What follows belongs to an exercise in optimizing a design on an open flow for small area, a short achievable clock period and few clock cycles per item; a production flow would make more cautious choices. In this exercise RTL edits were held to simulation tests only and were not proved equivalent to the original. No activity file was given, so power comes from the tool's default toggle rates.

`design/flow/flow/run.sh`:
```
#!/bin/bash
set -uo pipefail
MARGIN=$(cat flow/margin.txt)
sed -E "s/SETUP_SLACK_MARGIN=[0-9.]+/SETUP_SLACK_MARGIN=${MARGIN}/" standard.sh > standard_margin.sh
grep -q "SETUP_SLACK_MARGIN=${MARGIN} " standard_margin.sh || { echo "margin not set" >&2; exit 1; }
bash standard_margin.sh > flow_make.log 2>&1
```
`design/flow/flow/margin.txt`:
```
7.0
```
`design/flow/standard.sh`:
```
#!/bin/bash
# synth_recipe.tcl (not shown) runs the flow's synth.tcl, then flattens the netlist and writes it again
# the make line also repeats each setting of config.mk as NAME=value (left out here)
make -C /OpenROAD-flow-scripts/flow DESIGN_CONFIG=/design/flow/config.mk WORK_HOME=/design/flow/orfs CLKGATE_MAP_FILE= SYNTH_SCRIPT=/design/flow/synth_recipe.tcl "${@:-finish}"
```
`design/flow/config.mk`:
```
export PLATFORM = sky130hd
export DESIGN_NAME = shortest_remaining_time_scheduler
export DESIGN_NICKNAME = shortest_remaining_time_scheduler
export VERILOG_FILES = /design/flow/design.v
export SDC_FILE = /design/flow/constraint.sdc
export NUM_CORES = 4
export LEC_CHECK = 0
export CAP_MARGIN = 20
export CORE_MARGIN = 2
export CORE_UTILIZATION = 55
export CTS_CLUSTER_DIAMETER = 80
export CTS_CLUSTER_SIZE = 25
export SETUP_SLACK_MARGIN = 5
export SLEW_MARGIN = 20
export TNS_END_PERCENT = 5
```
`design/flow/constraint.sdc`:
```
create_clock -name core_clock -period 10.0 [get_ports {clk}]
set_input_delay 2.0000 -clock core_clock [delete_from_list [all_inputs] [get_ports {clk}]]
set_output_delay 2.0000 -clock core_clock [all_outputs]
set_load 0.01 [all_outputs]
```
`design/flow/design.v`:
```
package srtf_pkg;
  localparam int MAX_JOBS = 16;
  localparam int IDX_W    = $clog2(MAX_JOBS);
  localparam int TIME_W   = 16;
  localparam int PC_W     = 5;
  localparam int SUM_W    = 32;
  localparam logic [PC_W-1:0] PC_RESET = PC_W'(16);
  localparam logic [PC_W-1:0] DONE_MAX = '1;
  typedef struct packed {
    logic              operation;
    logic [3:0]        slot;
    logic [TIME_W-1:0] arrival_time;
    logic [TIME_W-1:0] burst_length;
  } in_item_t;
  typedef struct packed {
    logic              ran;
    logic [3:0]        running_slot;
    logic              completed;
    logic [TIME_W-1:0] end_time;
    logic [TIME_W-1:0] wait_time;
    logic [TIME_W-1:0] turnaround_time;
    logic              all_done;
    logic [SUM_W-1:0]  total_wait;
    logic [SUM_W-1:0]  total_turnaround;
  } out_item_t;
  typedef struct packed {
    logic                ran;
    logic                comp;
    logic                clr;        
    logic                all_done;
    logic [TIME_W-1:0]   t1;
    logic [MAX_JOBS-1:0] oh;         
  } step_t;
  typedef struct packed {
    logic              ran;
    logic [3:0]        slot;
    logic              comp;
    logic              clr;
    logic              all_done;
    logic [TIME_W-1:0] end_time;
    logic [TIME_W-1:0] wait_time;
    logic [TIME_W-1:0] turn_time;
    logic              wait_ok;
    logic              turn_ok;
  } times_t;
endpackage
module srtf_table (
  input  logic                                          clk,
  input  logic                                          load_go,
  input  logic                                          load_wr,
  input  logic                                          tick_go,
  input  logic [srtf_pkg::IDX_W-1:0]                    load_slot,
  input  logic [srtf_pkg::TIME_W-1:0]                   load_arr,
  input  logic [srtf_pkg::TIME_W-1:0]                   load_burst,
  input  logic [srtf_pkg::TIME_W-1:0]                   now_cmp,
  output logic [srtf_pkg::MAX_JOBS-1:0]                 arrived,
  output logic [srtf_pkg::MAX_JOBS-1:0]                 arrived_next,
  output logic [srtf_pkg::MAX_JOBS-1:0]                 arr_eq,
  input  logic [srtf_pkg::MAX_JOBS-1:0]                 rd_oh,
  output logic [srtf_pkg::TIME_W-1:0]                   rd_arr,
  output logic [srtf_pkg::TIME_W:0]                     rd_need
);
  localparam int N  = srtf_pkg::MAX_JOBS;
  localparam int TW = srtf_pkg::TIME_W;
  logic [N-1:0][TW-1:0] arr;
  logic [N-1:0][TW:0]   need;
  logic                 load_zero;
  logic [TW:0]          load_need;
  logic unused_c;
  srtf_add #(.W(TW+1)) u_need (
    .a ({1'b0, load_arr}), .b ({1'b0, load_burst}), .cin (1'b0),
    .sum (load_need), .cout (unused_c)
  );
  assign load_zero = load_arr == '0;
  always_comb begin
    for (int j = 0; j < N; j++) begin
      arr_eq[j] = arr[j] == now_cmp;
      if (load_go) begin
        arrived_next[j] = (load_slot == j) ? load_zero : arr_eq[j];
      end else if (tick_go) begin
        arrived_next[j] = arrived[j] | arr_eq[j];
      end else begin
        arrived_next[j] = arrived[j];
      end
    end
  end
  always_ff @(posedge clk) begin
    for (int j = 0; j < N; j++) begin
      if (load_wr && load_slot == j) begin
        arr[j]  <= load_arr;
        need[j] <= load_need;
      end
      arrived[j] <= arrived_next[j];
    end
  end
  always_comb begin
    rd_arr  = '0;
    rd_need = '0;
    for (int j = 0; j < N; j++) begin
      rd_arr  = rd_arr  | (arr[j]  & {TW{rd_oh[j]}});
      rd_need = rd_need | (need[j] & {(TW+1){rd_oh[j]}});
    end
  end
endmodule
module srtf_add #(
  parameter int W = 16
) (
  input  logic [W-1:0] a,
  input  logic [W-1:0] b,
  input  logic         cin,
  output logic [W-1:0] sum,
  output logic         cout
);
  logic [W-1:0] g, p, gg, pp;
  always_comb begin
    int j;
    g     = a & b;
    p     = a ^ b;
    gg    = g;
    pp    = p;
    gg[0] = g[0] | (p[0] & cin);
    for (int l = 0; (1 << l) < W; l++) begin
      for (int i = 0; i < W; i++) begin
        if (((i >> l) & 1) == 1) begin
          j     = ((i >> l) << l) - 1;
          gg[i] = gg[i] | (pp[i] & gg[j]);
          pp[i] = pp[i] & pp[j];
        end
      end
    end
    sum[0] = p[0] ^ cin;
    for (int i = 1; i < W; i++) begin
      sum[i] = p[i] ^ gg[i-1];
    end
    cout = gg[W-1];
  end
endmodule
module srtf_pick (
  input  logic [srtf_pkg::MAX_JOBS-1:0]                       cand,
  input  logic [srtf_pkg::MAX_JOBS*srtf_pkg::MAX_JOBS-1:0]    ord,
  output logic [srtf_pkg::MAX_JOBS-1:0]                       win
);
  localparam int N = srtf_pkg::MAX_JOBS;
  always_comb begin
    for (int j = 0; j < N; j++) begin
      win[j] = cand[j];
      for (int i = 0; i < N; i++) begin
        if (i < j) begin
          win[j] = win[j] & (~cand[i] | ~ord[i*N+j]);
        end else if (i > j) begin
          win[j] = win[j] & (~cand[i] | ord[j*N+i]);
        end
      end
    end
  end
endmodule
module shortest_remaining_time_scheduler (
  input  logic                          clk,
  input  logic                          rst,
  input  logic                          in_valid,
  output logic                          in_ready,
  input  srtf_pkg::in_item_t            in_data,
  output logic                          out_valid,
  input  logic                          out_ready,
  output srtf_pkg::out_item_t           out_data,
  input  logic                          cfg_valid,
  output logic                          cfg_ready,
  input  logic [srtf_pkg::PC_W-1:0]     cfg_data
);
  localparam int N  = srtf_pkg::MAX_JOBS;
  localparam int TW = srtf_pkg::TIME_W;
  localparam int SW = srtf_pkg::SUM_W;
  logic               a_valid, s_valid, a_take;
  srtf_pkg::in_item_t a_item, s_item, a_next;
  logic               fire;
  assign cfg_ready = 1'b1;
  assign in_ready  = !s_valid;
  assign a_take    = fire || !a_valid;
  assign a_next    = a_take ? (s_valid ? s_item : in_data) : a_item;
  always_ff @(posedge clk) begin
    if (rst) begin
      a_valid  <= 1'b0;
      s_valid  <= 1'b0;
    end else begin
      if (a_take) begin
        a_valid <= s_valid || in_valid;
        s_valid <= 1'b0;
      end else if (in_valid && !s_valid) begin
        s_valid <= 1'b1;
      end
    end
    a_item <= a_next;
    if (!a_take && !s_valid) begin
      s_item <= in_data;
    end
  end
  logic [srtf_pkg::PC_W-1:0] pc;
  logic [srtf_pkg::PC_W-1:0] done;
  logic [TW-1:0]             t1;            
  logic                      held_valid;
  logic [N-1:0]              held_oh;       
  logic [TW-1:0]             held_rem;      
  logic [TW-1:0]             held_act;      
  logic                      act_ok;
  logic [N-1:0][TW-1:0]      rem;           
  logic [N-1:0]              alive;         
  logic [N-1:0]              arrived, arrived_next;
  logic [N-1:0]              alive_next;
  logic [srtf_pkg::PC_W-1:0] pc_next;
  logic [N*N-1:0]            ord;           
  logic                      c_valid, d_valid;
  srtf_pkg::step_t           c_q, c_in;
  srtf_pkg::times_t          d_q, d_in;
  logic                      adv;
  assign adv = !out_valid || out_ready;
  function automatic logic [1:0] cmp_lt_le(input logic [TW-1:0] a, input logic [TW-1:0] b);
    logic [TW-1:0] g, e;
    logic [TW/2-1:0] g1, e1;
    logic [TW/4-1:0] g2, e2;
    logic [TW/8-1:0] g3, e3;
    logic            g4, e4;
    g = ~a & b;
    e = ~(a ^ b);
    for (int k = 0; k < TW/2; k++) begin
      g1[k] = g[2*k+1] | (e[2*k+1] & g[2*k]);
      e1[k] = e[2*k+1] & e[2*k];
    end
    for (int k = 0; k < TW/4; k++) begin
      g2[k] = g1[2*k+1] | (e1[2*k+1] & g1[2*k]);
      e2[k] = e1[2*k+1] & e1[2*k];
    end
    for (int k = 0; k < TW/8; k++) begin
      g3[k] = g2[2*k+1] | (e2[2*k+1] & g2[2*k]);
      e3[k] = e2[2*k+1] & e2[2*k];
    end
    g4 = g3[1] | (e3[1] & g3[0]);
    e4 = e3[1] & e3[0];
    cmp_lt_le = {g4, g4 | e4};
  endfunction
  logic               a_load, a_tick, run_over, flush;
  logic               load_go, tick_go, load_wr;
  logic [N-1:0]       cand, win, lt, le, chosen, one, load_dec, wr_row;
  logic [TW-1:0]      rem_c, now_cmp, new_rem;
  logic               any, preempt, switch_job, run, comp, one_c, release_held;
  logic               keep_held;
  logic [N-1:0]       newarr, arr_eq, lim, lim_next;
  logic               p_hit, p_chk, chk_due, recheck;
  logic [TW-1:0]      cmp_x;
  logic [srtf_pkg::PC_W-1:0] done_inc;
  assign a_load   = a_valid && !a_item.operation;
  assign a_tick   = a_valid &&  a_item.operation;
  assign run_over = done >= pc;
  assign flush    = a_load && held_valid && act_ok;
  assign chk_due  = a_tick && !run_over && held_valid && p_chk;
  assign recheck  = chk_due && act_ok;
  assign load_wr  = a_load && !held_valid && !(c_valid && c_q.comp);
  assign fire     = a_valid && (!c_valid || adv) && !chk_due &&
                    !(a_load && !load_wr);
  assign load_go  = fire && a_load;
  assign tick_go  = fire && a_tick && !run_over;
  always_comb begin
    for (int j = 0; j < N; j++) begin
      lim_next[j] = pc_next[4] || (4'(j) < pc_next[3:0]);
      {lt[j], le[j]} = cmp_lt_le(rem[j], cmp_x);
      one[j]      = rem[j] == TW'(1);
      load_dec[j] = a_item.slot == 4'(j);
    end
  end
  assign cand = alive & arrived & lim & ~held_oh;
  srtf_pick u_pick (
    .cand (cand),
    .ord  (ord),
    .win  (win)
  );
  always_comb begin
    rem_c = '0;
    for (int j = 0; j < N; j++) begin
      rem_c = rem_c | (rem[j] & {TW{win[j]}});
    end
  end
  assign any          = |cand;
  assign preempt      = held_valid && !p_chk && p_hit;
  assign cmp_x        = (held_valid && act_ok) ? held_act : held_rem;
  assign newarr       = arr_eq & ~arrived & alive & lim;
  assign switch_job   = held_valid ? preempt : any;
  assign run          = held_valid || any;
  assign chosen       = switch_job ? win : held_oh;
  assign one_c        = |(win & one);
  assign comp         = run && (switch_job ? one_c : (held_rem == TW'(2)));
  assign release_held = (a_tick && !run_over && preempt) || flush;
  assign wr_row       = (held_oh & {N{release_held}}) | (load_dec & {N{load_wr}});
  logic [TW-1:0] t1_inc;
  logic          t1_ovf;
  srtf_add #(.W(TW)) u_inc (
    .a (t1), .b ('0), .cin (1'b1), .sum (t1_inc), .cout (t1_ovf)
  );
  assign now_cmp      = a_load ? '0 : t1;
  assign done_inc     = (done == srtf_pkg::DONE_MAX) ? done : done + 1'b1;
  assign pc_next      = cfg_valid ? cfg_data : pc;
  always_comb begin
    alive_next = alive;
    if (load_go) begin
      for (int j = 0; j < N; j++) begin
        if (load_dec[j]) begin
          alive_next[j] = held_rem != '0;
        end
      end
    end else if (tick_go && run && comp) begin
      alive_next = alive & ~chosen;
    end
  end
  always_ff @(posedge clk) begin
    if (rst) begin
      pc         <= srtf_pkg::PC_RESET;
      lim        <= '1;
      done       <= '0;
      t1         <= TW'(1);
      held_valid <= 1'b0;
      held_oh    <= '0;
      alive      <= '0;
    end else begin
      pc    <= pc_next;
      lim   <= lim_next;
      if (load_go) begin
        t1 <= TW'(1);
      end else if (tick_go && !t1_ovf) begin
        t1 <= t1_inc;
      end
      alive <= alive_next;
      if (load_go) begin
        done <= '0;
      end else if (tick_go) begin
        if (run) begin
          if (comp) begin
            held_valid <= 1'b0;
            held_oh    <= '0;
            done       <= done_inc;
          end else begin
            held_valid <= 1'b1;
            held_oh    <= chosen;
          end
        end
      end else if (flush) begin
        held_valid <= 1'b0;
        held_oh    <= '0;
      end
    end
  end
  always_ff @(posedge clk) begin
    if (rst || cfg_valid) begin
      p_chk <= 1'b1;
    end else if (recheck) begin
      p_chk <= 1'b0;
    end else if (chk_due && !(|(cand & lt))) begin
      p_chk <= 1'b0;
    end else if (tick_go) begin
      p_chk <= (run && !comp && !switch_job) ? |(newarr & lt) : |newarr;
    end
    if (recheck) begin
      p_hit <= |(cand & lt);
    end else if (chk_due || tick_go) begin
      p_hit <= 1'b0;
    end
  end
  logic [TW-1:0] hr_m1, hr_m2, act_m1;
  logic          unused_c1, unused_c2, unused_c3, cont;
  srtf_add #(.W(TW)) u_dec1 (
    .a (held_rem), .b ({TW{1'b1}}), .cin (1'b0), .sum (hr_m1), .cout (unused_c1)
  );
  srtf_add #(.W(TW)) u_dec2 (
    .a (held_rem), .b ({{(TW-1){1'b1}}, 1'b0}), .cin (1'b0), .sum (hr_m2), .cout (unused_c2)
  );
  srtf_add #(.W(TW)) u_dec3 (
    .a (held_act), .b ({TW{1'b1}}), .cin (1'b0), .sum (act_m1), .cout (unused_c3)
  );
  assign new_rem   = switch_job ? rem_c : hr_m1;
  assign cont      = tick_go && run && !comp && !switch_job;
  always_ff @(posedge clk) begin
    if (rst) begin
      act_ok <= 1'b0;
    end else begin
      act_ok <= !(tick_go && run && !comp && switch_job);
    end
    if (cont) begin
      held_act <= act_ok ? act_m1 : hr_m2;
    end else begin
      held_act <= hr_m1;
    end
  end
  assign keep_held = held_valid && !tick_go && !flush;
  always_ff @(posedge clk) begin
    if (tick_go && run && !comp) begin
      held_rem <= new_rem;
    end else if (!keep_held) begin
      held_rem <= a_next.burst_length;
    end
    for (int j = 0; j < N; j++) begin
      if (wr_row[j]) begin
        rem[j] <= held_valid ? held_act : held_rem;
      end
    end
    for (int i = 0; i < N; i++) begin
      for (int j = 0; j <= i; j++) begin
        ord[i*N+j] <= 1'b0;
      end
      for (int j = i + 1; j < N; j++) begin
        if (wr_row[j]) begin
          ord[i*N+j] <= le[i];
        end else if (wr_row[i]) begin
          ord[i*N+j] <= ~lt[j];
        end
      end
    end
  end
  always_comb begin
    c_in.ran      = a_tick && !run_over && run;
    c_in.comp     = a_tick && !run_over && comp;
    c_in.clr      = a_load;
    c_in.t1       = t1;
    c_in.oh       = chosen;
    if (a_load) begin
      c_in.all_done = pc == '0;
    end else if (run_over) begin
      c_in.all_done = 1'b1;
    end else begin
      c_in.all_done = comp ? (done_inc >= pc) : 1'b0;
    end
  end
  logic [TW-1:0] rd_arr, turn_diff;
  logic [TW:0]   rd_need, wait_diff;
  logic          turn_ge, wait_ge;
  srtf_add #(.W(TW)) u_turn (
    .a (c_q.t1), .b (~rd_arr), .cin (1'b1), .sum (turn_diff), .cout (turn_ge)
  );
  srtf_add #(.W(TW+1)) u_wait (
    .a ({1'b0, c_q.t1}), .b (~rd_need), .cin (1'b1), .sum (wait_diff), .cout (wait_ge)
  );
  logic [3:0]    c_slot;
  srtf_table u_table (
    .clk        (clk),
    .load_go    (load_go),
    .load_wr    (load_wr),
    .tick_go    (tick_go),
    .load_slot  (a_item.slot),
    .load_arr   (a_item.arrival_time),
    .load_burst (a_item.burst_length),
    .now_cmp    (now_cmp),
    .arrived    (arrived),
    .arrived_next (arrived_next),
    .arr_eq     (arr_eq),
    .rd_oh      (c_q.oh),
    .rd_arr     (rd_arr),
    .rd_need    (rd_need)
  );
  always_comb begin
    c_slot = '0;
    for (int j = 0; j < N; j++) begin
      if (c_q.oh[j]) begin
        c_slot = c_slot | 4'(j);
      end
    end
    d_in.ran       = c_q.ran;
    d_in.slot      = c_q.ran ? c_slot : '0;
    d_in.comp      = c_q.comp;
    d_in.clr       = c_q.clr;
    d_in.all_done  = c_q.all_done;
    d_in.end_time  = c_q.comp ? c_q.t1 : '0;
    d_in.wait_time = wait_diff[TW-1:0];
    d_in.turn_time = turn_diff;
    d_in.wait_ok   = c_q.comp && wait_ge;
    d_in.turn_ok   = c_q.comp && turn_ge;
  end
  always_ff @(posedge clk) begin
    if (rst) begin
      c_valid <= 1'b0;
      d_valid <= 1'b0;
    end else if (adv) begin
      c_valid <= fire;
      d_valid <= c_valid;
    end else if (fire) begin
      c_valid <= 1'b1;
    end
    if (fire) begin
      c_q <= c_in;
    end
    if (adv) begin
      d_q <= d_in;
    end
  end
  logic [SW:0]   wait_add, turn_add;
  logic [TW-1:0] d_wait, d_turn;
  assign d_wait = d_q.wait_ok ? d_q.wait_time : '0;
  assign d_turn = d_q.turn_ok ? d_q.turn_time : '0;
  srtf_add #(.W(SW)) u_wsum (
    .a (out_data.total_wait), .b (SW'(d_wait)), .cin (1'b0),
    .sum (wait_add[SW-1:0]), .cout (wait_add[SW])
  );
  srtf_add #(.W(SW)) u_tsum (
    .a (out_data.total_turnaround), .b (SW'(d_turn)), .cin (1'b0),
    .sum (turn_add[SW-1:0]), .cout (turn_add[SW])
  );
  always_ff @(posedge clk) begin
    if (rst) begin
      out_valid <= 1'b0;
    end else if (adv) begin
      out_valid <= d_valid;
    end
    if (rst) begin
      out_data.total_wait       <= '0;
      out_data.total_turnaround <= '0;
    end else if (adv && d_valid) begin
      if (d_q.clr) begin
        out_data.total_wait       <= '0;
        out_data.total_turnaround <= '0;
      end else begin
        out_data.total_wait       <= wait_add[SW] ? '1 : wait_add[SW-1:0];
        out_data.total_turnaround <= turn_add[SW] ? '1 : turn_add[SW-1:0];
      end
    end
    if (adv && d_valid) begin
      out_data.ran             <= d_q.ran;
      out_data.running_slot    <= d_q.slot;
      out_data.completed       <= d_q.comp;
      out_data.end_time        <= d_q.end_time;
      out_data.wait_time       <= d_wait;
      out_data.turnaround_time <= d_turn;
      out_data.all_done        <= d_q.all_done;
    end
  end
endmodule
```
==> metrics.cfg <==
[final_layout]
fin_cells = 8000
drive_above_1_share = 0.199
fillCellCount = 9109
final_nets = 6740
utilization = 0.675
layout-area-overhead-vs-synth_pct = 21.9

[floorplanning]
die_x_microns = 354
num_rows = 128
start_util = 0.554
io_pins = 169
die_area_sq_um = 125000
core_sq_um = 122000
die_h_microns = 354

[timing]
layout_setup_ws_ns = 5.95
fmax_mhz = 247
fin_crit_ns = 4.05
relSlewSlack = 0.158
hold_viol = 0
rsz0062_at_grt = true
worst_pin_slew_ns = 1.26
final-setup-viol-count = 0
setup-tns-final_ns = 0
final.period_utilization = 0.405
whs_ns = 0.426
fin_worst_skew_ns = 0.0514
drv_slew = 0

[setup_path]
arrival_ns = 4.49
cp_slowest_cell = edfxtp_1
path_class = reg2reg
cp_max_fo = 6
max_stage_delay_ns = 0.48
r2r-end = d_q[14]$_DFFE_PN_
r2r_slack_ns = 5.95
r2r-start = c_q[6]$_DFFE_PP_
critical_path_required_ns = 10.44
path_buf_inv = 3
critPathCaptureType = flop
timing.critical_path.max_delay_family = simple AND/OR/NAND/NOR gates
worstSetupStartpointType = flop
worstRegToRegCells = 15
crit_start = c_q[6]$_DFFE_PP_
crit_chain = buf_12 > buf_16 > buf_4 > a22oi_1 > nand4_1 > nor2_4 > ha_1 > o21a_1 > o21ai_0 > o21bai_1 > a41o_1 > nor2_2 > nor2b_2 > nor2_1 > xnor2_2

[min_path]
min_to = out_data[103]$_DFFE_PP_
hold_depth = 0
hold_start = d_q[40]$_SDFFCE_PN0N_
hold_class = reg2reg

[pwr]
swShare = 0.297
peakVddDrop_mv = 0.177
p_sw_mw = 3.66
power_leakage_nw = 30.3
powerDensity_nw_per_um2 = 150
p_int_mw = 8.66
power_frac_comb = 0.182
p_clk_frac = 0.292
p_seq_frac = 0.526

[logic_synthesis]
synth-edff-count = 1144
synth_warnings = 6
ys_seq_area_frac = 0.562
synth.cell_area_sq_um = 67500
synth-main-ff-cell = edfxtp_1
ys_async_sr_fraction = 0
synth.avg_cell_area_sq_um = 11.6
syn-num-nets = 6219
synth_cells = 5793
ys_types = 90
ys_ff_latch = 1321

[routing]
vias = 58194
routed_wl_mm = 294
vias_per_cell = 7.27
post_drt_wl_per_cell_microns = 36.8
drtAntennaViolNets = 0
dr.pass1.iters = 9
drt-initial-drc-count = 10805
drc = 0

[clock_network]
cts_tree = built
path_clk_slew_ns = 0.10
root_buffer = clkbuf_16
htreeDepth = 3
clock_sinks = 1321
clock_path_buffers = 3
cts_buffers = 73
insertion_delay_ns = 0.74
cts_hold_buf = 0

[grt]
grt_max_degree = 64
track_usage = 0.451
grt_pass1_wl_mm = 400
grt-ovfl-total = 0
first_global_vias = 52977
antenna_found_initial = 16

[placement]
io_buffers = 167
placed_cells = 7434
gp_congestion = 1.04
hpwl_mm = 182
pre_cts_slack_ns = 4.73

[outcome]
outcome = timing/DRC/antenna clean

[job]
maxCapViolCount = 0

kinds of logic (layout without fill, tap and decap cells):
group / count (synthesis) / after routing / share of synthesized area
simple gates: 1557 / 1563 / 0.124
compound gates: 1547 / 1550 / 0.159
flops: 1321 / 1321 / 0.562
buf+inv: 678 / 1246 / 0.0387
fa+ha+maj: 379 / 379 / 0.0725
xor+xnor: 209 / 209 / 0.0271
mux: 101 / 102 / 0.0165
other cells: 1 / 5 / 0.0000556
metal layers:
layer,routed length [microns],share of wire,GRT usage,vias up
met5,153,0.00052,0,-
met4,23500,0.080,0.270,18
met3,46400,0.16,0.163,1211
met2,121000,0.41,0.641,5089
met1,103000,0.35,0.591,28302
li1,-,-,-,23574
cell type report:
cell class / instances / area, sq um / share of cell area
Antenna cell: 4 / 10.0 / 0.000122
Clock buffer: 95 / 1940 / 0.0236
Clock inverter: 37 / 515 / 0.00627
Inverter: 370 / 1490 / 0.0181
Multi-Input combinational cell: 3804 / 30200 / 0.367
Sequential cell: 1321 / 37900 / 0.461
Tap cell: 1625 / 2030 / 0.0247
Timing Repair Buffer: 739 / 8060 / 0.0981
Timing Repair inverter: 5 / 31.3 / 0.000381
power by group through the flow:
stage	sequential, mW	combinational [mW]	clock [mW]
after global placement	6.61	1.56	0
final	6.48	2.25	3.59
after floorplan	6.54	0.841	0
after CTS	6.47	2.04	3.57
after detailed placement	6.61	1.59	0
after global routing	6.49	2.29	3.76
worst register-to-register path, stage by stage, from the launching register on:
cell and delay [ns]:
edfxtp_1 0.48, buf_12 0.19, buf_16 0.14, buf_4 0.19, a22oi_1 0.27, nand4_1 0.45
nor2_4 0.37, ha_1 0.30, o21a_1 0.13, o21ai_0 0.16, o21bai_1 0.11, a41o_1 0.26
nor2_2 0.22, nor2b_2 0.09, nor2_1 0.25, xnor2_2 0.18
registers in the layout, summed over array words and instances (netlist names), 4 cells and up:
signal,flops
u_table.need,272
rem,256
u_table.arr,256
ord,120
out_data,119
d_q,58
a_item,37
s_item,37
c_q,36
alive,16
held_act,16
held_oh,16
held_rem,16
lim,16
t1,16
u_table.arrived,16
done,5
pc,4
worst max-delay path by stage:
| stage | end | slack, ns | depth (start not counted) |
|---|---|---|---|
| floorplan | out_data[58]$_SDFFE_PP0P_ | 5.91 | 9 |
| detailed placement | held_rem[3]$_DFFE_PP_ | 4.73 | 10 |
| CTS | d_q[33]$_DFFE_PN_ | 6.03 | 16 |
| global route | d_q[17]$_DFFE_PN_ | 5.98 | 17 |
| finish | d_q[14]$_DFFE_PN_ | 5.95 | 15 |
| global placement | p_chk$_SDFFE_PP1P_ | 4.27 | 11 |
through the flow:
step	cell area, sq um	power, mW
after floorplan	67600	7.38
after global placement	71600	8.17
after detailed placement	71600	8.21
after CTS	80000	12.1
after global routing	82200	12.5
final	82200	12.3
repair_timing:
item,CTS,global route
hold endpoints to repair,0,0
setup buffers,278,108
setup endpoints to repair,1585,1082
cloned,34,9
resized for setup,608,258
pin swaps,134,81
synth_stat cells (113+ instances only):
master	instances	share of area
a21oi_1	344	0.026
a22oi_1	283	0.031
a31oi_1	144	0.013
clkbuf_1	239	0.013
dfxtp_1	177	0.053
edfxtp_1	1144	0.51
ha_1	359	0.067
inv_1	366	0.020
nand2_1	378	0.021
nand4_1	113	0.010
nor2_1	408	0.023
nor4bb_1	126	0.019
o21ai_0	169	0.013
o32ai_1	128	0.017
xnor2_1	168	0.022
placed cells by master (no fill, tap or decap), drive strengths merged, types with 113 or more instances in the layout:
cell type	n
edfxtp	1144
inv	374
nor4bb	126
nand4	113
buf	556
nor2	411
xnor2	168
ha	359
o21ai	170
a31oi	145
a21oi	344
dfxtp	177
nand2	378
o32ai	128
clkdlybuf4s50	165
a22oi	283
Testbench counts, summed over its fixed seeds: cycles 10,268, items 9,864.

[what the ideal ports hide]
How much do the figures lean on ideal ports? The routed layout below was timed once more, with nothing changed but the port constraints.
Step 1: set_driving_cell puts a clkbuf_16 on clk and a buf_2 on each other input, an assumption about the parent block.
Step 2 moves the port delays by t, midway between the first and last clock arrival at a register: inputs arrive t later, outputs are due t later. That takes back most of the time a late clock gives input paths.
Three values: ideal ports, drivers, drivers and shift; two values: the first two.
shift t [ns]: 0.797
setup slack, ns: 5.948 / 5.948 / 5.577
hold WS [ns]: 0.426 / 0.426 / 0.426
worst setup path after step 2: input to register
pins driven straight from the clock port: 1
After both steps setup and hold are still met in this run. For this run, drivers alone change the setup slack by 0.000 ns; drivers and shift together by -0.371 ns.
